From an optimization exercise on the open Yosys and OpenROAD flow, aimed at small area; shortcuts taken in it are not production practice. The RTL was checked by simulation tests, not by an equivalence proof against the original design.

==> flow/design.v (outline; a module is shown in full before it is edited, if it fits) <==
// module fir_tap_mult_path: 59 lines
// module fir_tap_mac: 562 lines
// module fir_tap_booth_enc: 16 lines
// module fir_tap_cpa48: 133 lines
// module fir_tap_add48: 93 lines
// module fir_tap_add27: 51 lines
// module fir_tap_addend_path: 12 lines
// module fir_tap_post_adder: 39 lines
// module fir_tap_top: 33 lines
module fir_tap_top (
    input  wire         clk_i,
    input  wire         rst_i,
    input  fir_tap_pkg::tap_sample_t sample_i,
    input  fir_tap_pkg::coeff_ctrl_t coeff_ctrl_i,
    input  fir_tap_pkg::acc_t        c_i,
    input  fir_tap_pkg::acc_t        pcin_i,
    output fir_tap_pkg::acc_t        p_o
);
  // ...
==> flow/flow/run.sh <==
#!/bin/bash
# Own layout flow: the standard ORFS flow (same make targets, config.mk and
# SDC), with these changes:
#  - synthesis (flow/synth.tcl, synth_recipe.tcl with two wrappers): Yosys's
#    synth runs with -noabc, so extract_fa finds the adder cells in clean
#    gates rather than in ABC's inverted forms, and the final ABC mapping uses
#    flow/abc.script (area-oriented "map -a") instead of ORFS's delay script.
#    Every other synthesis step, and so every register, is as in the
#    standard synthesis.
#  - port buffers are the smallest buffer cell (buf_1), global placement is
#    not timing driven (repair_timing after CTS and global routing still
#    fixes setup), and CTS uses clkbuf_8 in clusters of up to 20 registers without dummy
#    loads (flow/knobs.sh).
# flow/knobs.sh, if present, adjusts the make variables.
# Each step's full output is in orfs/logs/; make's own output in flow_*.log here.
set -euo pipefail
W=$(pwd)
F=$W/flow
export MY_ABC_SCRIPT=$F/abc.script
SYNTH="SYNTH_SCRIPT=$F/synth.tcl"
KNOBS=(ABC_AREA=1 ABC_CLOCK_PERIOD_IN_PS=7000
       "BUFFER_PORTS_ARGS=-buffer_cell sky130_fd_sc_hd__buf_1"
       "CTS_ARGS=-sink_clustering_enable -repair_clock_nets -dont_use_dummy_load")
if [[ -f $F/knobs.sh ]]; then source $F/knobs.sh; fi
make -C "$FLOW_HOME" DESIGN_CONFIG="$W/config.mk" WORK_HOME="$W/orfs" CLKGATE_MAP_FILE= \
  "$SYNTH" "${KNOBS[@]}" synth > "$W/flow_synth.log" 2>&1
make -C "$FLOW_HOME" DESIGN_CONFIG="$W/config.mk" WORK_HOME="$W/orfs" CLKGATE_MAP_FILE= \
  "$SYNTH" "${KNOBS[@]}" finish > "$W/flow_finish.log" 2>&1
R=$W/orfs/results/$FLOW_PLATFORM/fir_tap_top/base
: # left out here: write the final layout as DEF
==> flow/flow/abc.script <==
strash; dch; map -a; topo; stime -c
==> flow/flow/knobs.sh <==
KNOBS=(ABC_AREA=1 ABC_CLOCK_PERIOD_IN_PS=7000
       "BUFFER_PORTS_ARGS=-buffer_cell sky130_fd_sc_hd__buf_1"
       "CTS_ARGS=-sink_clustering_enable -repair_clock_nets -dont_use_dummy_load -sink_clustering_size 16 -sink_clustering_max_diameter 80 -buf_list {sky130_fd_sc_hd__clkbuf_8}"
       GPL_TIMING_DRIVEN=0)
==> flow/flow/synth.tcl <==
proc synth {args} { yosys synth -nofsm -noshare -noabc {*}$args }
proc abc {args} {
  set i [lsearch -exact $args -script]
  if {$i >= 0 && [info exists ::env(MY_ABC_SCRIPT)]} {
    set args [lreplace $args [expr {$i + 1}] [expr {$i + 1}] $::env(MY_ABC_SCRIPT)]
  }
  yosys abc {*}$args
}
source $::env(SCRIPTS_DIR)/synth.tcl
# left out here: clear keep_hierarchy, flatten, clean up, hide names made inside functions, write 1_2_yosys.v
==> flow/standard.sh <==
#!/bin/bash
# synth_recipe.tcl (not shown) runs the flow's synth.tcl, then flattens the netlist and writes it again
# the make line also repeats each setting of config.mk as NAME=value (left out here)
make -C /OpenROAD-flow-scripts/flow DESIGN_CONFIG=/design/flow/config.mk WORK_HOME=/design/flow/orfs CLKGATE_MAP_FILE= SYNTH_SCRIPT=/design/flow/synth_recipe.tcl "${@:-finish}"
==> flow/config.mk <==
export PLATFORM = sky130hd
export DESIGN_NAME = fir_tap_top
export DESIGN_NICKNAME = fir_tap_top
export VERILOG_FILES = /design/flow/design.v
export SDC_FILE = /design/flow/constraint.sdc
export NUM_CORES = 4
export LEC_CHECK = 0
export CAP_MARGIN = 20
export CORE_MARGIN = 2
export CORE_UTILIZATION = 40
export SLEW_MARGIN = 20
==> flow/constraint.sdc <==
create_clock -name core_clock -period 7.0 [get_ports {clk_i}]
set_input_delay 1.4000 -clock core_clock [delete_from_list [all_inputs] [get_ports {clk_i}]]
set_output_delay 1.4000 -clock core_clock [all_outputs]
set_load 0.01 [all_outputs]
==> impl_metrics.toml, run 1 <==
[yosys]
yosysSeqAreaShare = 0.283
synth_fa_ha_area_frac = 0.393
synth_mux_area_frac = 0
synth_top_area_frac = 0.307
yosys_warnings = 3
synth_top_family_by_area = "adder cells"
synth_top_area_cell = "fa_1"
synth-main-ff-cell = "dfxtp_1"

[sta]
period_share = 0.962
max-slew-margin-rel = 0.572
slew_viol_final = 0

[cts]
cts_tree = "done"
clk_pin_slew_ns = 0.10
clock-sinks = 284

[final_layout]
clk_share = 0.0150
buf_share = 0.0617
final_common_cell = "fa_1"
final_cell_mix = "fa_1, dfxtp_1, xor2_1"

[worst_setup_path]
crit_path_start_kind = "flip-flop"
critPathMaxStageDelay_ns = 0.53
crit_path_frequent_cell = "fa_1"
crit_cells = 21
critical_path.top_delay_family = "adder cells"

[hold_path]
min_delay_path_depth = 0
hold_path_end = "i_mult_path.neg_s1_q[4]"

[global_route]
use_met2 = 0.344
grtUsageMet3 = 0.0381

[place]
port_buffers = 217
gp_congestion = 0.866

[route]
viasPerCell = 5.30
maxUsedRoutingLayer = "met4"

[floorplan]
dieHeight_um = 228

[status]
outcome = "finished clean"
==> module fir_tap_mult_path, before the edit <==
module fir_tap_mult_path (
    input  wire         clk_i,
    input  wire         rst_i,
    input  fir_tap_pkg::tap_sample_t sample_i,
    input  fir_tap_pkg::coeff_ctrl_t coeff_ctrl_i,
    input  fir_tap_pkg::acc_t        c_aligned_i,
    output fir_tap_pkg::acc_t        mac_o
);
    fir_tap_pkg::coeff_t coeff_load_q;
    fir_tap_pkg::coeff_t coeff_work_q;
    always_ff @(posedge clk_i) begin
        if (rst_i) begin
            coeff_load_q <= '0;
            coeff_work_q <= '0;
        end else begin
            if (coeff_ctrl_i.load) begin
                coeff_load_q <= coeff_ctrl_i.coeff;
            end
            if (coeff_ctrl_i.update) begin
                coeff_work_q <= coeff_load_q;
            end
        end
    end
    fir_tap_pkg::preadd_t preadd_q;
    logic [8:0] one, two, neg;
    logic [8:0] one_s1_q, two_s1_q, neg_s1_q;
    fir_tap_booth_enc i_booth_enc (
        .w_i   (coeff_work_q),
        .one_o (one),
        .two_o (two),
        .neg_o (neg)
    );
    fir_tap_pkg::preadd_t preadd_sum;
    fir_tap_add27 i_preadd (
        .a (fir_tap_pkg::preadd_t'(sample_i.d)),
        .b (fir_tap_pkg::preadd_t'(sample_i.a)),
        .s (preadd_sum)
    );
    always_ff @(posedge clk_i) begin
        preadd_q   <= preadd_sum;
        one_s1_q   <= one;
        two_s1_q   <= two;
        neg_s1_q   <= neg;
    end
    fir_tap_pkg::acc_t mac;
    fir_tap_pkg::acc_t mac_q;
    fir_tap_mac i_mac (
        .da_i  (preadd_q),
        .one_i (one_s1_q),
        .two_i (two_s1_q),
        .neg_i (neg_s1_q),
        .c_i   (c_aligned_i),
        .x_o   (mac)
    );
    always_ff @(posedge clk_i) begin
        mac_q <= mac;
    end
    assign mac_o = mac_q;
endmodule
==> module fir_tap_mac, before the edit <==
module fir_tap_mac (
    input  wire [26:0] da_i,
    input  wire [8:0]  one_i,    
    input  wire [8:0]  two_i,    
    input  wire [8:0]  neg_i,    
    input  wire [47:0] c_i,
    output wire [47:0] x_o
);
    wire [27:0] x  = {da_i[26], da_i};
    wire [28:0] x1 = {x, 1'b0};
    wire [8:0] one = one_i, two = two_i, neg = neg_i;
    wire [27:0] pp0;
    wire [27:0] pp1;
    wire [27:0] pp2;
    wire [27:0] pp3;
    wire [27:0] pp4;
    wire [27:0] pp5;
    wire [27:0] pp6;
    wire [27:0] pp7;
    wire [27:0] pp8;
    assign pp0 = (({28{one[0]}} & x) | ({28{two[0]}} & x1[27:0])) ^ {28{neg[0]}};
    assign pp1 = (({28{one[1]}} & x) | ({28{two[1]}} & x1[27:0])) ^ {28{neg[1]}};
    assign pp2 = (({28{one[2]}} & x) | ({28{two[2]}} & x1[27:0])) ^ {28{neg[2]}};
    assign pp3 = (({28{one[3]}} & x) | ({28{two[3]}} & x1[27:0])) ^ {28{neg[3]}};
    assign pp4 = (({28{one[4]}} & x) | ({28{two[4]}} & x1[27:0])) ^ {28{neg[4]}};
    assign pp5 = (({28{one[5]}} & x) | ({28{two[5]}} & x1[27:0])) ^ {28{neg[5]}};
    assign pp6 = (({28{one[6]}} & x) | ({28{two[6]}} & x1[27:0])) ^ {28{neg[6]}};
    assign pp7 = (({28{one[7]}} & x) | ({28{two[7]}} & x1[27:0])) ^ {28{neg[7]}};
    assign pp8 = (({28{one[8]}} & x) | ({28{two[8]}} & x1[27:0])) ^ {28{neg[8]}};
    wire t1, t2, t3, t4, t5, t6, t7, t8, t9, t10, t11, t12, t13, t14, t15, t16, t17, t18, t19, t20, t21, t22, t23, t24, t25, t26, t27, t28, t29, t30, t31, t32, t33, t34, t35, t36, t37, t38, t39, t40, t41, t42, t43, t44, t45, t46, t47, t48, t49, t50, t51, t52, t53, t54, t55, t56, t57, t58, t59, t60, t61, t62, t63, t64, t65, t66, t67, t68, t69, t70, t71, t72, t73, t74, t75, t76, t77, t78, t79, t80, t81, t82, t83, t84, t85, t86, t87, t88, t89, t90, t91, t92, t93, t94, t95, t96, t97, t98, t99, t100, t101, t102, t103, t104, t105, t106, t107, t108, t109, t110, t111, t112, t113, t114, t115, t116, t117, t118, t119, t120, t121, t122, t123, t124, t125, t126, t127, t128, t129, t130, t131, t132, t133, t134, t135, t136, t137, t138, t139, t140, t141, t142, t143, t144, t145, t146, t147, t148, t149, t150, t151, t152, t153, t154, t155, t156, t157, t158, t159, t160, t161, t162, t163, t164, t165, t166, t167, t168, t169, t170, t171, t172, t173, t174, t175, t176, t177, t178, t179, t180, t181, t182, t183, t184, t185, t186, t187, t188, t189, t190, t191, t192, t193, t194, t195, t196, t197, t198, t199, t200, t201, t202, t203, t204, t205, t206, t207, t208, t209, t210, t211, t212, t213, t214, t215, t216, t217, t218, t219, t220, t221, t222, t223, t224, t225, t226, t227, t228, t229, t230, t231, t232, t233, t234, t235, t236, t237, t238, t239, t240, t241, t242, t243, t244, t245, t246, t247, t248, t249, t250, t251, t252, t253, t254, t255, t256, t257, t258, t259, t260, t261, t262, t263, t264, t265, t266, t267, t268, t269, t270, t271, t272, t273, t274, t275, t276, t277, t278, t279, t280, t281, t282, t283, t284, t285, t286, t287, t288, t289, t290, t291, t292, t293, t294, t295, t296, t297, t298, t299, t300, t301, t302, t303, t304, t305, t306, t307, t308, t309, t310, t311, t312, t313, t314, t315, t316, t317, t318, t319, t320, t321, t322, t323, t324, t325, t326, t327, t328, t329, t330, t331, t332, t333, t334, t335, t336, t337, t338, t339, t340, t341, t342, t343, t344, t345, t346, t347, t348, t349, t350, t351, t352, t353, t354, t355, t356, t357, t358, t359, t360, t361, t362, t363, t364, t365, t366, t367, t368, t369, t370, t371, t372, t373, t374, t375, t376, t377, t378, t379, t380, t381, t382, t383, t384, t385, t386, t387, t388, t389, t390, t391, t392, t393, t394, t395, t396, t397, t398, t399, t400, t401, t402, t403, t404, t405, t406, t407, t408, t409, t410, t411, t412, t413, t414, t415, t416, t417, t418, t419, t420, t421, t422, t423, t424, t425, t426, t427, t428, t429, t430, t431, t432, t433, t434, t435, t436, t437, t438, t439, t440, t441, t442, t443, t444, t445, t446, t447, t448, t449, t450, t451, t452, t453, t454, t455, t456, t457, t458, t459, t460, t461, t462, t463, t464, t465, t466, t467, t468, t469, t470, t471, t472, t473, t474, t475, t476, t477, t478, t479, t480, t481, t482, t483, t484, t485, t486, t487, t488, t489, t490, t491, t492, t493, t494, t495, t496, t497, t498, t499, t500, t501, t502, t503, t504, t505, t506, t507, t508, t509, t510, t511, t512, t513, t514, t515, t516, t517, t518, t519, t520, t521, t522, t523, t524, t525, t526, t527, t528;
    assign t1 = c_i[0] ^ pp0[0] ^ neg[0];
    assign t2 = (c_i[0] & pp0[0]) | (neg[0] & (c_i[0] ^ pp0[0]));
    assign t3 = c_i[2] ^ pp0[2] ^ pp1[0];
    assign t4 = (c_i[2] & pp0[2]) | (pp1[0] & (c_i[2] ^ pp0[2]));
    assign t5 = c_i[3] ^ pp0[3] ^ pp1[1];
    assign t6 = (c_i[3] & pp0[3]) | (pp1[1] & (c_i[3] ^ pp0[3]));
    assign t7 = c_i[4] ^ pp0[4] ^ pp1[2];
    assign t8 = (c_i[4] & pp0[4]) | (pp1[2] & (c_i[4] ^ pp0[4]));
    assign t9 = c_i[5] ^ pp0[5] ^ pp1[3];
    assign t10 = (c_i[5] & pp0[5]) | (pp1[3] & (c_i[5] ^ pp0[5]));
    assign t11 = c_i[6] ^ pp0[6] ^ pp1[4];
    assign t12 = (c_i[6] & pp0[6]) | (pp1[4] & (c_i[6] ^ pp0[6]));
    assign t13 = pp2[2] ^ pp3[0] ^ neg[3];
    assign t14 = (pp2[2] & pp3[0]) | (neg[3] & (pp2[2] ^ pp3[0]));
    assign t15 = c_i[7] ^ pp0[7] ^ pp1[5];
    assign t16 = (c_i[7] & pp0[7]) | (pp1[5] & (c_i[7] ^ pp0[7]));
    assign t17 = c_i[8] ^ pp0[8] ^ pp1[6];
    assign t18 = (c_i[8] & pp0[8]) | (pp1[6] & (c_i[8] ^ pp0[8]));
    assign t19 = pp2[4] ^ pp3[2] ^ pp4[0];
    assign t20 = (pp2[4] & pp3[2]) | (pp4[0] & (pp2[4] ^ pp3[2]));
    assign t21 = c_i[9] ^ pp0[9] ^ pp1[7];
    assign t22 = (c_i[9] & pp0[9]) | (pp1[7] & (c_i[9] ^ pp0[9]));
    assign t23 = pp2[5] ^ pp3[3] ^ pp4[1];
    assign t24 = (pp2[5] & pp3[3]) | (pp4[1] & (pp2[5] ^ pp3[3]));
    assign t25 = c_i[10] ^ pp0[10] ^ pp1[8];
    assign t26 = (c_i[10] & pp0[10]) | (pp1[8] & (c_i[10] ^ pp0[10]));
    assign t27 = pp2[6] ^ pp3[4] ^ pp4[2];
    assign t28 = (pp2[6] & pp3[4]) | (pp4[2] & (pp2[6] ^ pp3[4]));
    assign t29 = c_i[11] ^ pp0[11] ^ pp1[9];
    assign t30 = (c_i[11] & pp0[11]) | (pp1[9] & (c_i[11] ^ pp0[11]));
    assign t31 = pp2[7] ^ pp3[5] ^ pp4[3];
    assign t32 = (pp2[7] & pp3[5]) | (pp4[3] & (pp2[7] ^ pp3[5]));
    assign t33 = c_i[12] ^ pp0[12] ^ pp1[10];
    assign t34 = (c_i[12] & pp0[12]) | (pp1[10] & (c_i[12] ^ pp0[12]));
    assign t35 = pp2[8] ^ pp3[6] ^ pp4[4];
    assign t36 = (pp2[8] & pp3[6]) | (pp4[4] & (pp2[8] ^ pp3[6]));
    assign t37 = pp5[2] ^ pp6[0] ^ neg[6];
    assign t38 = (pp5[2] & pp6[0]) | (neg[6] & (pp5[2] ^ pp6[0]));
    assign t39 = c_i[13] ^ pp0[13] ^ pp1[11];
    assign t40 = (c_i[13] & pp0[13]) | (pp1[11] & (c_i[13] ^ pp0[13]));
    assign t41 = pp2[9] ^ pp3[7] ^ pp4[5];
    assign t42 = (pp2[9] & pp3[7]) | (pp4[5] & (pp2[9] ^ pp3[7]));
    assign t43 = c_i[14] ^ pp0[14] ^ pp1[12];
    assign t44 = (c_i[14] & pp0[14]) | (pp1[12] & (c_i[14] ^ pp0[14]));
    assign t45 = pp2[10] ^ pp3[8] ^ pp4[6];
    assign t46 = (pp2[10] & pp3[8]) | (pp4[6] & (pp2[10] ^ pp3[8]));
    assign t47 = pp5[4] ^ pp6[2] ^ pp7[0];
    assign t48 = (pp5[4] & pp6[2]) | (pp7[0] & (pp5[4] ^ pp6[2]));
    assign t49 = c_i[15] ^ pp0[15] ^ pp1[13];
    assign t50 = (c_i[15] & pp0[15]) | (pp1[13] & (c_i[15] ^ pp0[15]));
    assign t51 = pp2[11] ^ pp3[9] ^ pp4[7];
    assign t52 = (pp2[11] & pp3[9]) | (pp4[7] & (pp2[11] ^ pp3[9]));
    assign t53 = pp5[5] ^ pp6[3] ^ pp7[1];
    assign t54 = (pp5[5] & pp6[3]) | (pp7[1] & (pp5[5] ^ pp6[3]));
    assign t55 = c_i[16] ^ pp0[16] ^ pp1[14];
    assign t56 = (c_i[16] & pp0[16]) | (pp1[14] & (c_i[16] ^ pp0[16]));
    assign t57 = pp2[12] ^ pp3[10] ^ pp4[8];
    assign t58 = (pp2[12] & pp3[10]) | (pp4[8] & (pp2[12] ^ pp3[10]));
    assign t59 = pp5[6] ^ pp6[4] ^ pp7[2];
    assign t60 = (pp5[6] & pp6[4]) | (pp7[2] & (pp5[6] ^ pp6[4]));
    assign t61 = c_i[17] ^ pp0[17] ^ pp1[15];
    assign t62 = (c_i[17] & pp0[17]) | (pp1[15] & (c_i[17] ^ pp0[17]));
    assign t63 = pp2[13] ^ pp3[11] ^ pp4[9];
    assign t64 = (pp2[13] & pp3[11]) | (pp4[9] & (pp2[13] ^ pp3[11]));
    assign t65 = pp5[7] ^ pp6[5] ^ pp7[3];
    assign t66 = (pp5[7] & pp6[5]) | (pp7[3] & (pp5[7] ^ pp6[5]));
    assign t67 = c_i[18] ^ pp0[18] ^ pp1[16];
    assign t68 = (c_i[18] & pp0[18]) | (pp1[16] & (c_i[18] ^ pp0[18]));
    assign t69 = pp2[14] ^ pp3[12] ^ pp4[10];
    assign t70 = (pp2[14] & pp3[12]) | (pp4[10] & (pp2[14] ^ pp3[12]));
    assign t71 = pp5[8] ^ pp6[6] ^ pp7[4];
    assign t72 = (pp5[8] & pp6[6]) | (pp7[4] & (pp5[8] ^ pp6[6]));
    assign t73 = c_i[19] ^ pp0[19] ^ pp1[17];
    assign t74 = (c_i[19] & pp0[19]) | (pp1[17] & (c_i[19] ^ pp0[19]));
    assign t75 = pp2[15] ^ pp3[13] ^ pp4[11];
    assign t76 = (pp2[15] & pp3[13]) | (pp4[11] & (pp2[15] ^ pp3[13]));
    assign t77 = pp5[9] ^ pp6[7] ^ pp7[5];
    assign t78 = (pp5[9] & pp6[7]) | (pp7[5] & (pp5[9] ^ pp6[7]));
    assign t79 = c_i[20] ^ pp0[20] ^ pp1[18];
    assign t80 = (c_i[20] & pp0[20]) | (pp1[18] & (c_i[20] ^ pp0[20]));
    assign t81 = pp2[16] ^ pp3[14] ^ pp4[12];
    assign t82 = (pp2[16] & pp3[14]) | (pp4[12] & (pp2[16] ^ pp3[14]));
    assign t83 = pp5[10] ^ pp6[8] ^ pp7[6];
    assign t84 = (pp5[10] & pp6[8]) | (pp7[6] & (pp5[10] ^ pp6[8]));
    assign t85 = c_i[21] ^ pp0[21] ^ pp1[19];
    assign t86 = (c_i[21] & pp0[21]) | (pp1[19] & (c_i[21] ^ pp0[21]));
    assign t87 = pp2[17] ^ pp3[15] ^ pp4[13];
    assign t88 = (pp2[17] & pp3[15]) | (pp4[13] & (pp2[17] ^ pp3[15]));
    assign t89 = pp5[11] ^ pp6[9] ^ pp7[7];
    assign t90 = (pp5[11] & pp6[9]) | (pp7[7] & (pp5[11] ^ pp6[9]));
    assign t91 = c_i[22] ^ pp0[22] ^ pp1[20];
    assign t92 = (c_i[22] & pp0[22]) | (pp1[20] & (c_i[22] ^ pp0[22]));
    assign t93 = pp2[18] ^ pp3[16] ^ pp4[14];
    assign t94 = (pp2[18] & pp3[16]) | (pp4[14] & (pp2[18] ^ pp3[16]));
    assign t95 = pp5[12] ^ pp6[10] ^ pp7[8];
    assign t96 = (pp5[12] & pp6[10]) | (pp7[8] & (pp5[12] ^ pp6[10]));
    assign t97 = c_i[23] ^ pp0[23] ^ pp1[21];
    assign t98 = (c_i[23] & pp0[23]) | (pp1[21] & (c_i[23] ^ pp0[23]));
    assign t99 = pp2[19] ^ pp3[17] ^ pp4[15];
    assign t100 = (pp2[19] & pp3[17]) | (pp4[15] & (pp2[19] ^ pp3[17]));
    assign t101 = pp5[13] ^ pp6[11] ^ pp7[9];
    assign t102 = (pp5[13] & pp6[11]) | (pp7[9] & (pp5[13] ^ pp6[11]));
    assign t103 = c_i[24] ^ pp0[24] ^ pp1[22];
    assign t104 = (c_i[24] & pp0[24]) | (pp1[22] & (c_i[24] ^ pp0[24]));
    assign t105 = pp2[20] ^ pp3[18] ^ pp4[16];
    assign t106 = (pp2[20] & pp3[18]) | (pp4[16] & (pp2[20] ^ pp3[18]));
    assign t107 = pp5[14] ^ pp6[12] ^ pp7[10];
    assign t108 = (pp5[14] & pp6[12]) | (pp7[10] & (pp5[14] ^ pp6[12]));
    assign t109 = c_i[25] ^ pp0[25] ^ pp1[23];
    assign t110 = (c_i[25] & pp0[25]) | (pp1[23] & (c_i[25] ^ pp0[25]));
    assign t111 = pp2[21] ^ pp3[19] ^ pp4[17];
    assign t112 = (pp2[21] & pp3[19]) | (pp4[17] & (pp2[21] ^ pp3[19]));
    assign t113 = pp5[15] ^ pp6[13] ^ pp7[11];
    assign t114 = (pp5[15] & pp6[13]) | (pp7[11] & (pp5[15] ^ pp6[13]));
    assign t115 = c_i[26] ^ pp0[26] ^ pp1[24];
    assign t116 = (c_i[26] & pp0[26]) | (pp1[24] & (c_i[26] ^ pp0[26]));
    assign t117 = pp2[22] ^ pp3[20] ^ pp4[18];
    assign t118 = (pp2[22] & pp3[20]) | (pp4[18] & (pp2[22] ^ pp3[20]));
    assign t119 = pp5[16] ^ pp6[14] ^ pp7[12];
    assign t120 = (pp5[16] & pp6[14]) | (pp7[12] & (pp5[16] ^ pp6[14]));
    assign t121 = c_i[27] ^ ~pp0[27] ^ pp1[25];
    assign t122 = (c_i[27] & ~pp0[27]) | (pp1[25] & (c_i[27] ^ ~pp0[27]));
    assign t123 = pp2[23] ^ pp3[21] ^ pp4[19];
    assign t124 = (pp2[23] & pp3[21]) | (pp4[19] & (pp2[23] ^ pp3[21]));
    assign t125 = pp5[17] ^ pp6[15] ^ pp7[13];
    assign t126 = (pp5[17] & pp6[15]) | (pp7[13] & (pp5[17] ^ pp6[15]));
    assign t127 = c_i[28] ^ pp1[26] ^ pp2[24];
    assign t128 = (c_i[28] & pp1[26]) | (pp2[24] & (c_i[28] ^ pp1[26]));
    assign t129 = pp3[22] ^ pp4[20] ^ pp5[18];
    assign t130 = (pp3[22] & pp4[20]) | (pp5[18] & (pp3[22] ^ pp4[20]));
    assign t131 = pp6[16] ^ pp7[14] ^ pp8[12];
    assign t132 = (pp6[16] & pp7[14]) | (pp8[12] & (pp6[16] ^ pp7[14]));
    assign t133 = c_i[29] ^ ~pp1[27] ^ pp2[25];
    assign t134 = (c_i[29] & ~pp1[27]) | (pp2[25] & (c_i[29] ^ ~pp1[27]));
    assign t135 = pp3[23] ^ pp4[21] ^ pp5[19];
    assign t136 = (pp3[23] & pp4[21]) | (pp5[19] & (pp3[23] ^ pp4[21]));
    assign t137 = pp6[17] ^ pp7[15] ^ pp8[13];
    assign t138 = (pp6[17] & pp7[15]) | (pp8[13] & (pp6[17] ^ pp7[15]));
    assign t139 = c_i[30] ^ pp2[26] ^ pp3[24];
    assign t140 = (c_i[30] & pp2[26]) | (pp3[24] & (c_i[30] ^ pp2[26]));
    assign t141 = pp4[22] ^ pp5[20] ^ pp6[18];
    assign t142 = (pp4[22] & pp5[20]) | (pp6[18] & (pp4[22] ^ pp5[20]));
    assign t143 = pp7[16] ^ pp8[14] ^ 1'b1;
    assign t144 = (pp7[16] & pp8[14]) | (1'b1 & (pp7[16] ^ pp8[14]));
    assign t145 = c_i[31] ^ ~pp2[27] ^ pp3[25];
    assign t146 = (c_i[31] & ~pp2[27]) | (pp3[25] & (c_i[31] ^ ~pp2[27]));
    assign t147 = pp4[23] ^ pp5[21] ^ pp6[19];
    assign t148 = (pp4[23] & pp5[21]) | (pp6[19] & (pp4[23] ^ pp5[21]));
    assign t149 = c_i[32] ^ pp3[26] ^ pp4[24];
    assign t150 = (c_i[32] & pp3[26]) | (pp4[24] & (c_i[32] ^ pp3[26]));
    assign t151 = pp5[22] ^ pp6[20] ^ pp7[18];
    assign t152 = (pp5[22] & pp6[20]) | (pp7[18] & (pp5[22] ^ pp6[20]));
    assign t153 = c_i[33] ^ ~pp3[27] ^ pp4[25];
    assign t154 = (c_i[33] & ~pp3[27]) | (pp4[25] & (c_i[33] ^ ~pp3[27]));
    assign t155 = pp5[23] ^ pp6[21] ^ pp7[19];
    assign t156 = (pp5[23] & pp6[21]) | (pp7[19] & (pp5[23] ^ pp6[21]));
    assign t157 = c_i[34] ^ pp4[26] ^ pp5[24];
    assign t158 = (c_i[34] & pp4[26]) | (pp5[24] & (c_i[34] ^ pp4[26]));
    assign t159 = pp6[22] ^ pp7[20] ^ pp8[18];
    assign t160 = (pp6[22] & pp7[20]) | (pp8[18] & (pp6[22] ^ pp7[20]));
    assign t161 = c_i[35] ^ ~pp4[27] ^ pp5[25];
    assign t162 = (c_i[35] & ~pp4[27]) | (pp5[25] & (c_i[35] ^ ~pp4[27]));
    assign t163 = pp6[23] ^ pp7[21] ^ pp8[19];
    assign t164 = (pp6[23] & pp7[21]) | (pp8[19] & (pp6[23] ^ pp7[21]));
    assign t165 = c_i[36] ^ pp5[26] ^ pp6[24];
    assign t166 = (c_i[36] & pp5[26]) | (pp6[24] & (c_i[36] ^ pp5[26]));
    assign t167 = pp7[22] ^ pp8[20] ^ 1'b1;
    assign t168 = (pp7[22] & pp8[20]) | (1'b1 & (pp7[22] ^ pp8[20]));
    assign t169 = c_i[37] ^ ~pp5[27] ^ pp6[25];
    assign t170 = (c_i[37] & ~pp5[27]) | (pp6[25] & (c_i[37] ^ ~pp5[27]));
    assign t171 = c_i[38] ^ pp6[26] ^ pp7[24];
    assign t172 = (c_i[38] & pp6[26]) | (pp7[24] & (c_i[38] ^ pp6[26]));
    assign t173 = c_i[39] ^ ~pp6[27] ^ pp7[25];
    assign t174 = (c_i[39] & ~pp6[27]) | (pp7[25] & (c_i[39] ^ ~pp6[27]));
    assign t175 = c_i[40] ^ pp7[26] ^ pp8[24];
    assign t176 = (c_i[40] & pp7[26]) | (pp8[24] & (c_i[40] ^ pp7[26]));
    assign t177 = c_i[41] ^ ~pp7[27] ^ pp8[25];
    assign t178 = (c_i[41] & ~pp7[27]) | (pp8[25] & (c_i[41] ^ ~pp7[27]));
    assign t179 = c_i[42] ^ pp8[26] ^ 1'b1;
    assign t180 = (c_i[42] & pp8[26]) | (1'b1 & (c_i[42] ^ pp8[26]));
    assign t181 = c_i[1] ^ pp0[1] ^ t2;
    assign t182 = (c_i[1] & pp0[1]) | (t2 & (c_i[1] ^ pp0[1]));
    assign t183 = t7 ^ pp2[0] ^ neg[2];
    assign t184 = (t7 & pp2[0]) | (neg[2] & (t7 ^ pp2[0]));
    assign t185 = t9 ^ pp2[1] ^ t8;
    assign t186 = (t9 & pp2[1]) | (t8 & (t9 ^ pp2[1]));
    assign t187 = t11 ^ t13 ^ t10;
    assign t188 = (t11 & t13) | (t10 & (t11 ^ t13));
    assign t189 = t15 ^ pp2[3] ^ pp3[1];
    assign t190 = (t15 & pp2[3]) | (pp3[1] & (t15 ^ pp2[3]));
    assign t191 = t17 ^ t19 ^ neg[4];
    assign t192 = (t17 & t19) | (neg[4] & (t17 ^ t19));
    assign t193 = t21 ^ t23 ^ t18;
    assign t194 = (t21 & t23) | (t18 & (t21 ^ t23));
    assign t195 = t25 ^ t27 ^ pp5[0];
    assign t196 = (t25 & t27) | (pp5[0] & (t25 ^ t27));
    assign t197 = neg[5] ^ t22 ^ t24;
    assign t198 = (neg[5] & t22) | (t24 & (neg[5] ^ t22));
    assign t199 = t29 ^ t31 ^ pp5[1];
    assign t200 = (t29 & t31) | (pp5[1] & (t29 ^ t31));
    assign t201 = t33 ^ t35 ^ t37;
    assign t202 = (t33 & t35) | (t37 & (t33 ^ t35));
    assign t203 = t39 ^ t41 ^ pp5[3];
    assign t204 = (t39 & t41) | (pp5[3] & (t39 ^ t41));
    assign t205 = pp6[1] ^ t34 ^ t36;
    assign t206 = (pp6[1] & t34) | (t36 & (pp6[1] ^ t34));
    assign t207 = t43 ^ t45 ^ t47;
    assign t208 = (t43 & t45) | (t47 & (t43 ^ t45));
    assign t209 = neg[7] ^ t40 ^ t42;
    assign t210 = (neg[7] & t40) | (t42 & (neg[7] ^ t40));
    assign t211 = t49 ^ t51 ^ t53;
    assign t212 = (t49 & t51) | (t53 & (t49 ^ t51));
    assign t213 = t44 ^ t46 ^ t48;
    assign t214 = (t44 & t46) | (t48 & (t44 ^ t46));
    assign t215 = t55 ^ t57 ^ t59;
    assign t216 = (t55 & t57) | (t59 & (t55 ^ t57));
    assign t217 = pp8[0] ^ neg[8] ^ t50;
    assign t218 = (pp8[0] & neg[8]) | (t50 & (pp8[0] ^ neg[8]));
    assign t219 = t61 ^ t63 ^ t65;
    assign t220 = (t61 & t63) | (t65 & (t61 ^ t63));
    assign t221 = pp8[1] ^ t56 ^ t58;
    assign t222 = (pp8[1] & t56) | (t58 & (pp8[1] ^ t56));
    assign t223 = t67 ^ t69 ^ t71;
    assign t224 = (t67 & t69) | (t71 & (t67 ^ t69));
    assign t225 = pp8[2] ^ t62 ^ t64;
    assign t226 = (pp8[2] & t62) | (t64 & (pp8[2] ^ t62));
    assign t227 = t73 ^ t75 ^ t77;
    assign t228 = (t73 & t75) | (t77 & (t73 ^ t75));
    assign t229 = pp8[3] ^ t68 ^ t70;
    assign t230 = (pp8[3] & t68) | (t70 & (pp8[3] ^ t68));
    assign t231 = t79 ^ t81 ^ t83;
    assign t232 = (t79 & t81) | (t83 & (t79 ^ t81));
    assign t233 = pp8[4] ^ t74 ^ t76;
    assign t234 = (pp8[4] & t74) | (t76 & (pp8[4] ^ t74));
    assign t235 = t85 ^ t87 ^ t89;
    assign t236 = (t85 & t87) | (t89 & (t85 ^ t87));
    assign t237 = pp8[5] ^ t80 ^ t82;
    assign t238 = (pp8[5] & t80) | (t82 & (pp8[5] ^ t80));
    assign t239 = t91 ^ t93 ^ t95;
    assign t240 = (t91 & t93) | (t95 & (t91 ^ t93));
    assign t241 = pp8[6] ^ t86 ^ t88;
    assign t242 = (pp8[6] & t86) | (t88 & (pp8[6] ^ t86));
    assign t243 = t97 ^ t99 ^ t101;
    assign t244 = (t97 & t99) | (t101 & (t97 ^ t99));
    assign t245 = pp8[7] ^ t92 ^ t94;
    assign t246 = (pp8[7] & t92) | (t94 & (pp8[7] ^ t92));
    assign t247 = t103 ^ t105 ^ t107;
    assign t248 = (t103 & t105) | (t107 & (t103 ^ t105));
    assign t249 = pp8[8] ^ t98 ^ t100;
    assign t250 = (pp8[8] & t98) | (t100 & (pp8[8] ^ t98));
    assign t251 = t109 ^ t111 ^ t113;
    assign t252 = (t109 & t111) | (t113 & (t109 ^ t111));
    assign t253 = pp8[9] ^ t104 ^ t106;
    assign t254 = (pp8[9] & t104) | (t106 & (pp8[9] ^ t104));
    assign t255 = t115 ^ t117 ^ t119;
    assign t256 = (t115 & t117) | (t119 & (t115 ^ t117));
    assign t257 = pp8[10] ^ t110 ^ t112;
    assign t258 = (pp8[10] & t110) | (t112 & (pp8[10] ^ t110));
    assign t259 = t121 ^ t123 ^ t125;
    assign t260 = (t121 & t123) | (t125 & (t121 ^ t123));
    assign t261 = pp8[11] ^ 1'b1 ^ t116;
    assign t262 = (pp8[11] & 1'b1) | (t116 & (pp8[11] ^ 1'b1));
    assign t263 = t127 ^ t129 ^ t131;
    assign t264 = (t127 & t129) | (t131 & (t127 ^ t129));
    assign t265 = 1'b1 ^ t122 ^ t124;
    assign t266 = (1'b1 & t122) | (t124 & (1'b1 ^ t122));
    assign t267 = t133 ^ t135 ^ t137;
    assign t268 = (t133 & t135) | (t137 & (t133 ^ t135));
    assign t269 = t128 ^ t130 ^ t132;
    assign t270 = (t128 & t130) | (t132 & (t128 ^ t130));
    assign t271 = t139 ^ t141 ^ t143;
    assign t272 = (t139 & t141) | (t143 & (t139 ^ t141));
    assign t273 = t134 ^ t136 ^ t138;
    assign t274 = (t134 & t136) | (t138 & (t134 ^ t136));
    assign t275 = t145 ^ t147 ^ pp7[17];
    assign t276 = (t145 & t147) | (pp7[17] & (t145 ^ t147));
    assign t277 = pp8[15] ^ t140 ^ t142;
    assign t278 = (pp8[15] & t140) | (t142 & (pp8[15] ^ t140));
    assign t279 = t149 ^ t151 ^ pp8[16];
    assign t280 = (t149 & t151) | (pp8[16] & (t149 ^ t151));
    assign t281 = 1'b1 ^ t146 ^ t148;
    assign t282 = (1'b1 & t146) | (t148 & (1'b1 ^ t146));
    assign t283 = t153 ^ t155 ^ pp8[17];
    assign t284 = (t153 & t155) | (pp8[17] & (t153 ^ t155));
    assign t285 = t157 ^ t159 ^ 1'b1;
    assign t286 = (t157 & t159) | (1'b1 & (t157 ^ t159));
    assign t287 = t161 ^ t163 ^ t158;
    assign t288 = (t161 & t163) | (t158 & (t161 ^ t163));
    assign t289 = t165 ^ t167 ^ t162;
    assign t290 = (t165 & t167) | (t162 & (t165 ^ t167));
    assign t291 = t169 ^ pp7[23] ^ pp8[21];
    assign t292 = (t169 & pp7[23]) | (pp8[21] & (t169 ^ pp7[23]));
    assign t293 = t171 ^ pp8[22] ^ 1'b1;
    assign t294 = (t171 & pp8[22]) | (1'b1 & (t171 ^ pp8[22]));
    assign t295 = t173 ^ pp8[23] ^ t172;
    assign t296 = (t173 & pp8[23]) | (t172 & (t173 ^ pp8[23]));
    assign t297 = t175 ^ 1'b1 ^ t174;
    assign t298 = (t175 & 1'b1) | (t174 & (t175 ^ 1'b1));
    assign t299 = c_i[43] ^ ~pp8[27] ^ t180;
    assign t300 = (c_i[43] & ~pp8[27]) | (t180 & (c_i[43] ^ ~pp8[27]));
    assign t301 = t3 ^ neg[1] ^ t182;
    assign t302 = (t3 & neg[1]) | (t182 & (t3 ^ neg[1]));
    assign t303 = t189 ^ t12 ^ t14;
    assign t304 = (t189 & t12) | (t14 & (t189 ^ t12));
    assign t305 = t191 ^ t16 ^ t190;
    assign t306 = (t191 & t16) | (t190 & (t191 ^ t16));
    assign t307 = t193 ^ t20 ^ t192;
    assign t308 = (t193 & t20) | (t192 & (t193 ^ t20));
    assign t309 = t195 ^ t197 ^ t194;
    assign t310 = (t195 & t197) | (t194 & (t195 ^ t197));
    assign t311 = t199 ^ t26 ^ t28;
    assign t312 = (t199 & t26) | (t28 & (t199 ^ t26));
    assign t313 = t201 ^ t30 ^ t32;
    assign t314 = (t201 & t30) | (t32 & (t201 ^ t30));
    assign t315 = t203 ^ t205 ^ t38;
    assign t316 = (t203 & t205) | (t38 & (t203 ^ t205));
    assign t317 = t207 ^ t209 ^ t204;
    assign t318 = (t207 & t209) | (t204 & (t207 ^ t209));
    assign t319 = t211 ^ t213 ^ t208;
    assign t320 = (t211 & t213) | (t208 & (t211 ^ t213));
    assign t321 = t215 ^ t217 ^ t52;
    assign t322 = (t215 & t217) | (t52 & (t215 ^ t217));
    assign t323 = t54 ^ t212 ^ t214;
    assign t324 = (t54 & t212) | (t214 & (t54 ^ t212));
    assign t325 = t219 ^ t221 ^ t60;
    assign t326 = (t219 & t221) | (t60 & (t219 ^ t221));
    assign t327 = t216 ^ t218;
    assign t328 = t216 & t218;
    assign t329 = t223 ^ t225 ^ t66;
    assign t330 = (t223 & t225) | (t66 & (t223 ^ t225));
    assign t331 = t220 ^ t222;
    assign t332 = t220 & t222;
    assign t333 = t227 ^ t229 ^ t72;
    assign t334 = (t227 & t229) | (t72 & (t227 ^ t229));
    assign t335 = t224 ^ t226;
    assign t336 = t224 & t226;
    assign t337 = t231 ^ t233 ^ t78;
    assign t338 = (t231 & t233) | (t78 & (t231 ^ t233));
    assign t339 = t228 ^ t230;
    assign t340 = t228 & t230;
    assign t341 = t235 ^ t237 ^ t84;
    assign t342 = (t235 & t237) | (t84 & (t235 ^ t237));
    assign t343 = t232 ^ t234;
    assign t344 = t232 & t234;
    assign t345 = t239 ^ t241 ^ t90;
    assign t346 = (t239 & t241) | (t90 & (t239 ^ t241));
    assign t347 = t236 ^ t238;
    assign t348 = t236 & t238;
    assign t349 = t243 ^ t245 ^ t96;
    assign t350 = (t243 & t245) | (t96 & (t243 ^ t245));
    assign t351 = t240 ^ t242;
    assign t352 = t240 & t242;
    assign t353 = t247 ^ t249 ^ t102;
    assign t354 = (t247 & t249) | (t102 & (t247 ^ t249));
    assign t355 = t244 ^ t246;
    assign t356 = t244 & t246;
    assign t357 = t251 ^ t253 ^ t108;
    assign t358 = (t251 & t253) | (t108 & (t251 ^ t253));
    assign t359 = t248 ^ t250;
    assign t360 = t248 & t250;
    assign t361 = t255 ^ t257 ^ t114;
    assign t362 = (t255 & t257) | (t114 & (t255 ^ t257));
    assign t363 = t252 ^ t254;
    assign t364 = t252 & t254;
    assign t365 = t259 ^ t261 ^ t118;
    assign t366 = (t259 & t261) | (t118 & (t259 ^ t261));
    assign t367 = t120 ^ t256 ^ t258;
    assign t368 = (t120 & t256) | (t258 & (t120 ^ t256));
    assign t369 = t263 ^ t265 ^ t126;
    assign t370 = (t263 & t265) | (t126 & (t263 ^ t265));
    assign t371 = t260 ^ t262;
    assign t372 = t260 & t262;
    assign t373 = t267 ^ t269 ^ t264;
    assign t374 = (t267 & t269) | (t264 & (t267 ^ t269));
    assign t375 = t271 ^ t273 ^ t268;
    assign t376 = (t271 & t273) | (t268 & (t271 ^ t273));
    assign t377 = t275 ^ t277 ^ t144;
    assign t378 = (t275 & t277) | (t144 & (t275 ^ t277));
    assign t379 = t279 ^ t281 ^ t276;
    assign t380 = (t279 & t281) | (t276 & (t279 ^ t281));
    assign t381 = t283 ^ t150 ^ t152;
    assign t382 = (t283 & t150) | (t152 & (t283 ^ t150));
    assign t383 = t285 ^ t154 ^ t156;
    assign t384 = (t285 & t154) | (t156 & (t285 ^ t154));
    assign t385 = t287 ^ t160 ^ t286;
    assign t386 = (t287 & t160) | (t286 & (t287 ^ t160));
    assign t387 = t289 ^ t164 ^ t288;
    assign t388 = (t289 & t164) | (t288 & (t289 ^ t164));
    assign t389 = t291 ^ t166 ^ t168;
    assign t390 = (t291 & t166) | (t168 & (t291 ^ t166));
    assign t391 = t293 ^ t170 ^ t292;
    assign t392 = (t293 & t170) | (t292 & (t293 ^ t170));
    assign t393 = t177 ^ t176 ^ t298;
    assign t394 = (t177 & t176) | (t298 & (t177 ^ t176));
    assign t395 = c_i[44] ^ 1'b1 ^ t300;
    assign t396 = (c_i[44] & 1'b1) | (t300 & (c_i[44] ^ 1'b1));
    assign t397 = t5 ^ t4 ^ t302;
    assign t398 = (t5 & t4) | (t302 & (t5 ^ t4));
    assign t399 = t311 ^ t196 ^ t198;
    assign t400 = (t311 & t196) | (t198 & (t311 ^ t196));
    assign t401 = t313 ^ t200 ^ t312;
    assign t402 = (t313 & t200) | (t312 & (t313 ^ t200));
    assign t403 = t315 ^ t202 ^ t314;
    assign t404 = (t315 & t202) | (t314 & (t315 ^ t202));
    assign t405 = t317 ^ t206 ^ t316;
    assign t406 = (t317 & t206) | (t316 & (t317 ^ t206));
    assign t407 = t319 ^ t210 ^ t318;
    assign t408 = (t319 & t210) | (t318 & (t319 ^ t210));
    assign t409 = t321 ^ t323 ^ t320;
    assign t410 = (t321 & t323) | (t320 & (t321 ^ t323));
    assign t411 = t325 ^ t327 ^ t322;
    assign t412 = (t325 & t327) | (t322 & (t325 ^ t327));
    assign t413 = t329 ^ t331 ^ t326;
    assign t414 = (t329 & t331) | (t326 & (t329 ^ t331));
    assign t415 = t333 ^ t335 ^ t330;
    assign t416 = (t333 & t335) | (t330 & (t333 ^ t335));
    assign t417 = t337 ^ t339 ^ t334;
    assign t418 = (t337 & t339) | (t334 & (t337 ^ t339));
    assign t419 = t341 ^ t343 ^ t338;
    assign t420 = (t341 & t343) | (t338 & (t341 ^ t343));
    assign t421 = t345 ^ t347 ^ t342;
    assign t422 = (t345 & t347) | (t342 & (t345 ^ t347));
    assign t423 = t349 ^ t351 ^ t346;
    assign t424 = (t349 & t351) | (t346 & (t349 ^ t351));
    assign t425 = t353 ^ t355 ^ t350;
    assign t426 = (t353 & t355) | (t350 & (t353 ^ t355));
    assign t427 = t357 ^ t359 ^ t354;
    assign t428 = (t357 & t359) | (t354 & (t357 ^ t359));
    assign t429 = t361 ^ t363 ^ t358;
    assign t430 = (t361 & t363) | (t358 & (t361 ^ t363));
    assign t431 = t365 ^ t367 ^ t362;
    assign t432 = (t365 & t367) | (t362 & (t365 ^ t367));
    assign t433 = t369 ^ t371 ^ t366;
    assign t434 = (t369 & t371) | (t366 & (t369 ^ t371));
    assign t435 = t373 ^ t266 ^ t370;
    assign t436 = (t373 & t266) | (t370 & (t373 ^ t266));
    assign t437 = t375 ^ t270 ^ t374;
    assign t438 = (t375 & t270) | (t374 & (t375 ^ t270));
    assign t439 = t377 ^ t272 ^ t274;
    assign t440 = (t377 & t272) | (t274 & (t377 ^ t272));
    assign t441 = t379 ^ t278 ^ t378;
    assign t442 = (t379 & t278) | (t378 & (t379 ^ t278));
    assign t443 = t381 ^ t280 ^ t282;
    assign t444 = (t381 & t280) | (t282 & (t381 ^ t280));
    assign t445 = t383 ^ t284 ^ t382;
    assign t446 = (t383 & t284) | (t382 & (t383 ^ t284));
    assign t447 = t389 ^ t290 ^ t388;
    assign t448 = (t389 & t290) | (t388 & (t389 ^ t290));
    assign t449 = t295 ^ t294 ^ t392;
    assign t450 = (t295 & t294) | (t392 & (t295 ^ t294));
    assign t451 = t179 ^ t178 ^ t394;
    assign t452 = (t179 & t178) | (t394 & (t179 ^ t178));
    assign t453 = c_i[45] ^ 1'b1 ^ t396;
    assign t454 = (c_i[45] & 1'b1) | (t396 & (c_i[45] ^ 1'b1));
    assign t455 = t183 ^ t6 ^ t398;
    assign t456 = (t183 & t6) | (t398 & (t183 ^ t6));
    assign t457 = t185 ^ t184;
    assign t458 = t185 & t184;
    assign t459 = t187 ^ t186;
    assign t460 = t187 & t186;
    assign t461 = t303 ^ t188;
    assign t462 = t303 & t188;
    assign t463 = t305 ^ t304;
    assign t464 = t305 & t304;
    assign t465 = t307 ^ t306;
    assign t466 = t307 & t306;
    assign t467 = t309 ^ t308;
    assign t468 = t309 & t308;
    assign t469 = t399 ^ t310;
    assign t470 = t399 & t310;
    assign t471 = t401 ^ t400;
    assign t472 = t401 & t400;
    assign t473 = t403 ^ t402;
    assign t474 = t403 & t402;
    assign t475 = t405 ^ t404;
    assign t476 = t405 & t404;
    assign t477 = t407 ^ t406;
    assign t478 = t407 & t406;
    assign t479 = t409 ^ t408;
    assign t480 = t409 & t408;
    assign t481 = t411 ^ t324 ^ t410;
    assign t482 = (t411 & t324) | (t410 & (t411 ^ t324));
    assign t483 = t413 ^ t328 ^ t412;
    assign t484 = (t413 & t328) | (t412 & (t413 ^ t328));
    assign t485 = t415 ^ t332 ^ t414;
    assign t486 = (t415 & t332) | (t414 & (t415 ^ t332));
    assign t487 = t417 ^ t336 ^ t416;
    assign t488 = (t417 & t336) | (t416 & (t417 ^ t336));
    assign t489 = t419 ^ t340 ^ t418;
    assign t490 = (t419 & t340) | (t418 & (t419 ^ t340));
    assign t491 = t421 ^ t344 ^ t420;
    assign t492 = (t421 & t344) | (t420 & (t421 ^ t344));
    assign t493 = t423 ^ t348 ^ t422;
    assign t494 = (t423 & t348) | (t422 & (t423 ^ t348));
    assign t495 = t425 ^ t352 ^ t424;
    assign t496 = (t425 & t352) | (t424 & (t425 ^ t352));
    assign t497 = t427 ^ t356 ^ t426;
    assign t498 = (t427 & t356) | (t426 & (t427 ^ t356));
    assign t499 = t429 ^ t360 ^ t428;
    assign t500 = (t429 & t360) | (t428 & (t429 ^ t360));
    assign t501 = t431 ^ t364 ^ t430;
    assign t502 = (t431 & t364) | (t430 & (t431 ^ t364));
    assign t503 = t433 ^ t368 ^ t432;
    assign t504 = (t433 & t368) | (t432 & (t433 ^ t368));
    assign t505 = t435 ^ t372 ^ t434;
    assign t506 = (t435 & t372) | (t434 & (t435 ^ t372));
    assign t507 = t437 ^ t436;
    assign t508 = t437 & t436;
    assign t509 = t439 ^ t376 ^ t438;
    assign t510 = (t439 & t376) | (t438 & (t439 ^ t376));
    assign t511 = t441 ^ t440;
    assign t512 = t441 & t440;
    assign t513 = t443 ^ t380 ^ t442;
    assign t514 = (t443 & t380) | (t442 & (t443 ^ t380));
    assign t515 = t445 ^ t444;
    assign t516 = t445 & t444;
    assign t517 = t385 ^ t384 ^ t446;
    assign t518 = (t385 & t384) | (t446 & (t385 ^ t384));
    assign t519 = t387 ^ t386;
    assign t520 = t387 & t386;
    assign t521 = t391 ^ t390 ^ t448;
    assign t522 = (t391 & t390) | (t448 & (t391 ^ t390));
    assign t523 = t297 ^ t296 ^ t450;
    assign t524 = (t297 & t296) | (t450 & (t297 ^ t296));
    assign t525 = c_i[46] ^ 1'b1 ^ t454;
    assign t526 = (c_i[46] & 1'b1) | (t454 & (c_i[46] ^ 1'b1));
    assign t527 = c_i[47] ^ 1'b1;
    assign t528 = c_i[47] & 1'b1;
    wire [47:0] row_a = {t527, t525, t453, t395, t299, t451, t393, t523, t449, t521, t447, t519, t517, t515, t513, t511, t509, t507, t505, t503, t501, t499, t497, t495, t493, t491, t489, t487, t485, t483, t481, t479, t477, t475, t473, t471, t469, t467, t465, t463, t461, t459, t457, t455, t397, t301, t181, t1};
    wire [47:0] row_b = {t526, 1'b0, 1'b0, 1'b0, t452, 1'b0, t524, 1'b0, t522, 1'b0, t520, t518, t516, t514, t512, t510, t508, t506, t504, t502, t500, t498, t496, t494, t492, t490, t488, t486, t484, t482, t480, t478, t476, t474, t472, t470, t468, t466, t464, t462, t460, t458, t456, 1'b0, 1'b0, 1'b0, 1'b0, 1'b0};
    fir_tap_cpa48 i_cpa (.a(row_a), .b(row_b), .s(x_o));
endmodule
==> inputs of run 2 (changes only) <==
--- a/flow/design.v
+++ b/flow/design.v
@@ -48,5 +48,5 @@
     end
-    fir_tap_pkg::preadd_t preadd_q;
+    fir_tap_pkg::preadd_t preadd_n_q;
     logic [8:0] one, two, neg;
-    logic [8:0] one_s1_q, two_s1_q, neg_s1_q;
+    logic [8:0] one_n_s1_q, two_n_s1_q, neg_s1_q;
     fir_tap_booth_enc i_booth_enc (
@@ -64,5 +64,5 @@
     always_ff @(posedge clk_i) begin
-        preadd_q   <= preadd_sum;
-        one_s1_q   <= one;
-        two_s1_q   <= two;
+        preadd_n_q <= ~preadd_sum;
+        one_n_s1_q <= ~one;
+        two_n_s1_q <= ~two;
         neg_s1_q   <= neg;
@@ -72,8 +72,8 @@
     fir_tap_mac i_mac (
-        .da_i  (preadd_q),
-        .one_i (one_s1_q),
-        .two_i (two_s1_q),
-        .neg_i (neg_s1_q),
-        .c_i   (c_aligned_i),
-        .x_o   (mac)
+        .da_n_i  (preadd_n_q),
+        .one_n_i (one_n_s1_q),
+        .two_n_i (two_n_s1_q),
+        .neg_i   (neg_s1_q),
+        .c_i     (c_aligned_i),
+        .x_o     (mac)
     );
@@ -87,5 +87,5 @@
 module fir_tap_mac (
-    input  wire [26:0] da_i,
-    input  wire [8:0]  one_i,    
-    input  wire [8:0]  two_i,    
+    input  wire [26:0] da_n_i,   
+    input  wire [8:0]  one_n_i,  
+    input  wire [8:0]  two_n_i,  
     input  wire [8:0]  neg_i,    
@@ -94,5 +94,6 @@
 );
-    wire [27:0] x  = {da_i[26], da_i};
+    wire [26:0] da = ~da_n_i;
+    wire [27:0] x  = {da[26], da};
     wire [28:0] x1 = {x, 1'b0};
-    wire [8:0] one = one_i, two = two_i, neg = neg_i;
+    wire [8:0] one = ~one_n_i, two = ~two_n_i, neg = neg_i;
     wire [27:0] pp0;
--- a/flow/flow/run.sh
+++ b/flow/flow/run.sh
@@ -11,3 +11,3 @@
 #    not timing driven (repair_timing after CTS and global routing still
-#    fixes setup), and CTS uses clkbuf_8 in clusters of up to 20 registers without dummy
+#    fixes setup), and CTS uses clkbuf_8 in clusters of up to 16 registers without dummy
 #    loads (flow/knobs.sh).
==> run 2 against run 1 <==
Non-clock buffer count decreased by 21. Register-to-register slack got worse by 0.02 ns. Global-route usage increased by 0.47 points. Wire length increased by 1.2%. Worst hold slack improved by 0.040 ns. Die area decreased by 0.46%. Maximum frequency decreased by 0.27%. Highest routed layer is now met5.
==> impl_metrics.toml, run 2 <==
[global_route]
grt_max_degree = 39
grt_pass1_wl_mm = 84.0
gr-total-overflow = 0
antenna_found_initial = 1
grt.total_usage = 0.208
grt_pass1_vias = 15828

[worst_setup_path]
crit_path_frequent_cell = "fa_1"
cp_data_required_time_ns = 7.47
timing.rr.start = "i_mult_path.preadd_n_q[20]"
cp.arrival_ns = 7.22
critPathCaptureType = "flip-flop"
reg2reg_depth = 19
worstSetupPathType = "reg2reg"
path_cells = "o22ai_1 > xor2_1 > fa_1 > fa_1 > fa_1 > fa_1 > fa_1 > ha_1 > a21oi_1 > nor2_1 > o21ai_0 > nor3b_1 > nand2_1 > clkinv_1 > o21ai_0 > fa_1 > fa_1 > fa_1 > xor2_1"
r2r_slack_ns = 0.25
cp_slowest_cell = "dfxtp_1"
critPathMaxStageDelay_ns = 0.97
crit_path_start_kind = "flip-flop"
rr_endpoint = "i_mult_path.mac_q[31]"
critPathMaxFanout = 18

[sta]
report.final.setup_viol = 0
hold_ws_ns = 0.382
finalClockSkew_ns = 0.0560
fin_crit_ns = 6.75
setup_ws_ns = 0.246
period_share = 0.965
rsz0062_at_grt = "no"
max-slew-margin-rel = 0.346
tightest_slew_ns = 0.980
timing.fmax_mhz = 148
fin_tns_setup_ns = 0
hold_viol = 0
slew_viol_final = 0

[final_layout]
syn_to_final_growth_pct = 12.4
final_core_util = 0.458
multi_input_area_mm2 = 0.0136
final_cell_mix = "fa_1, xor2_1, dfxtp_1"
num-fill-cells = 4648
register_area_mm2 = 0.00578
final_cell_count_no_fill = 2748
final_common_cell = "fa_1"
nets = 2702
stdcell_area_mm2 = 0.0225
drive_gt1_frac = 0.0542

[yosys]
synthMostInstantiatedCell = "fa_1"
synth_area_leaders = "fa_1, dfxtp_1, xor2_1, ha_1, o22ai_1"
ys_seq_elements = 284
synth_nets = 2436
yosysSeqAreaShare = 0.284
synth_edf_count = 0
synth_top_area_frac = 0.308
synth_area_mm2 = 0.0200
synthCells = 1819
async_reset_ff_frac = 0
synth-main-ff-cell = "dfxtp_1"
synth_common_cells = "fa_1, dfxtp_1, xor2_1"
synth_top_area_cell = "fa_1"
yosys_warnings = 3
syn_area_per_cell_um2 = 11.0
synth_cell_type_count = 29

[place]
pre_cts_ws_ns = -0.805
dp.cells = 2713
gp_congestion = 0.882
placed_cell_area_mm2 = 0.0220
port_buffers = 217
place_hpwl_mm = 38.0

[floorplan]
io_pins = 218
dieHeight_um = 228
std_cell_rows = 81
core_area_mm2 = 0.0492
die-area_mm2 = 0.0518
initial_core_util = 0.407
die_x_um = 228

[hold_path]
min_path_type = "reg2reg"
min_from = "i_mult_path.mac_q[31]"
hold_path_end = "i_post_adder.mac_q[31]"
min_delay_path_depth = 2

[route]
viasPerCell = 5.34
wl_per_cell_um = 19.4
wl_mm = 53.3
num_vias = 14686
detail-route-antenna-nets = 0
remaining_drc_errors = 0
dr.pass1.iters = 5
drtIter0Drc = 977

[cts]
cts-root-buf = "clkbuf_8"
postCtsHoldBufs = 0
clock-sinks = 284
clk_pin_slew_ns = 0.09
cts_made_buffers = 24
cts_tree = "done"
htreeDepth = 1
clock_path_buffers = 3
clock_latency_ns = 0.62

[run]
maxCapViolations = 0

[status]
outcome = "finished clean"
-- run 2: cell type report --
class / instances / area share
Multi-Input combinational cell: 1324 / 0.603
Clock buffer: 24 / 0.0147
Tap cell: 664 / 0.0369
Inverter: 211 / 0.0352
Sequential cell: 284 / 0.257
Antenna cell: 1 / 0.000111
Timing Repair Buffer: 240 / 0.0530
-- run 2: how the worst max path moves through the flow --
stage	to	depth (start not counted)	from	slack, ns
3_5_place_dp	i_post_adder.p_q[47]	30	pcin_i[0]	-0.80
6_report	i_mult_path.mac_q[31]	19	i_mult_path.preadd_n_q[20]	0.25
2_1_floorplan	i_mult_path.mac_q[35]	25	i_mult_path.neg_s1_q[0]	0.30
3_3_place_gp	i_mult_path.mac_q[35]	25	i_mult_path.neg_s1_q[0]	-0.89
4_1_cts	i_mult_path.mac_q[35]	26	i_mult_path.neg_s1_q[0]	0.01
5_1_grt	i_mult_path.mac_q[31]	20	i_mult_path.preadd_n_q[12]	0.007
-- run 2: logic make-up (layout without fill, tap and decap cells) --
logic type      count (synthesis)  count (layout)  share of synthesized area
compound gates                388             388                      0.117
other cells                     0               1                          0
xor+xnor                      282             282                      0.123
flops                         284             284                      0.284
fa+ha+maj                     447             447                      0.395
simple gates                  207             207                     0.0413
buf+inv                       211             475                     0.0396
-- run 2: worst max-delay path: cells and delay by family (launching register included) --
family	cells	cell delay (ns)
fa+ha+maj	9	4.18
buf+inv	1	0.09
compound gates	4	0.59
flops	1	0.97
simple gates	3	0.40
xor+xnor	2	0.37
-- run 2: per-layer routing --
layer / up-vias / wire length (um) / part of all wire / GRT usage
li1: 6636 / - / - / -
met1: 7142 / 21900 / 0.41 / 0.273
met2: 751 / 24100 / 0.45 / 0.335
met3: 155 / 5690 / 0.11 / 0.0576
met4: 2 / 1550 / 0.029 / 0.0645
met5: - / 63 / 0.0012 / 0.00949
-- run 2: repair_timing --
action | in CTS | in global routing
pin swaps | 0 | 3
endpoints found under the setup margin | 10 | 20
resized for setup | 20 | 23
setup buffers | 0 | 10

-- separate check: timing with driven ports --
No port has a modelled driver above. Below, the same layouts with a new extraction and two added sets of constraints.
Step 1, drivers: a clkbuf_16 drives clk_i and a buf_2 each remaining input, both assumed.
Step 2 times the ports against the registers' clock, not the clock port: input delays grow and output delays shrink by t, the midpoint of the rising clock arrivals with the driver on.
Three values: ideal ports, drivers, drivers and shift; two values: the first two.
run | t, ns | setup WS [ns] | worst setup path at the end | slew at the worst register clock pin (ns) | cell pins on the clock port's net
run 1 | 0.615 | 0.265 / 0.265 / -0.121 | input to register | 0.10 / 0.10 | 1
run 2 | 0.649 | 0.246 / 0.246 / -0.190 | input to register | 0.10 / 0.10 | 1
With both steps, setup timing fails in run 1 and run 2, where it was met with ideal ports. The setup slack of run 2, which loses most, moves by 0.000 ns with the drivers and by -0.436 ns with both steps.
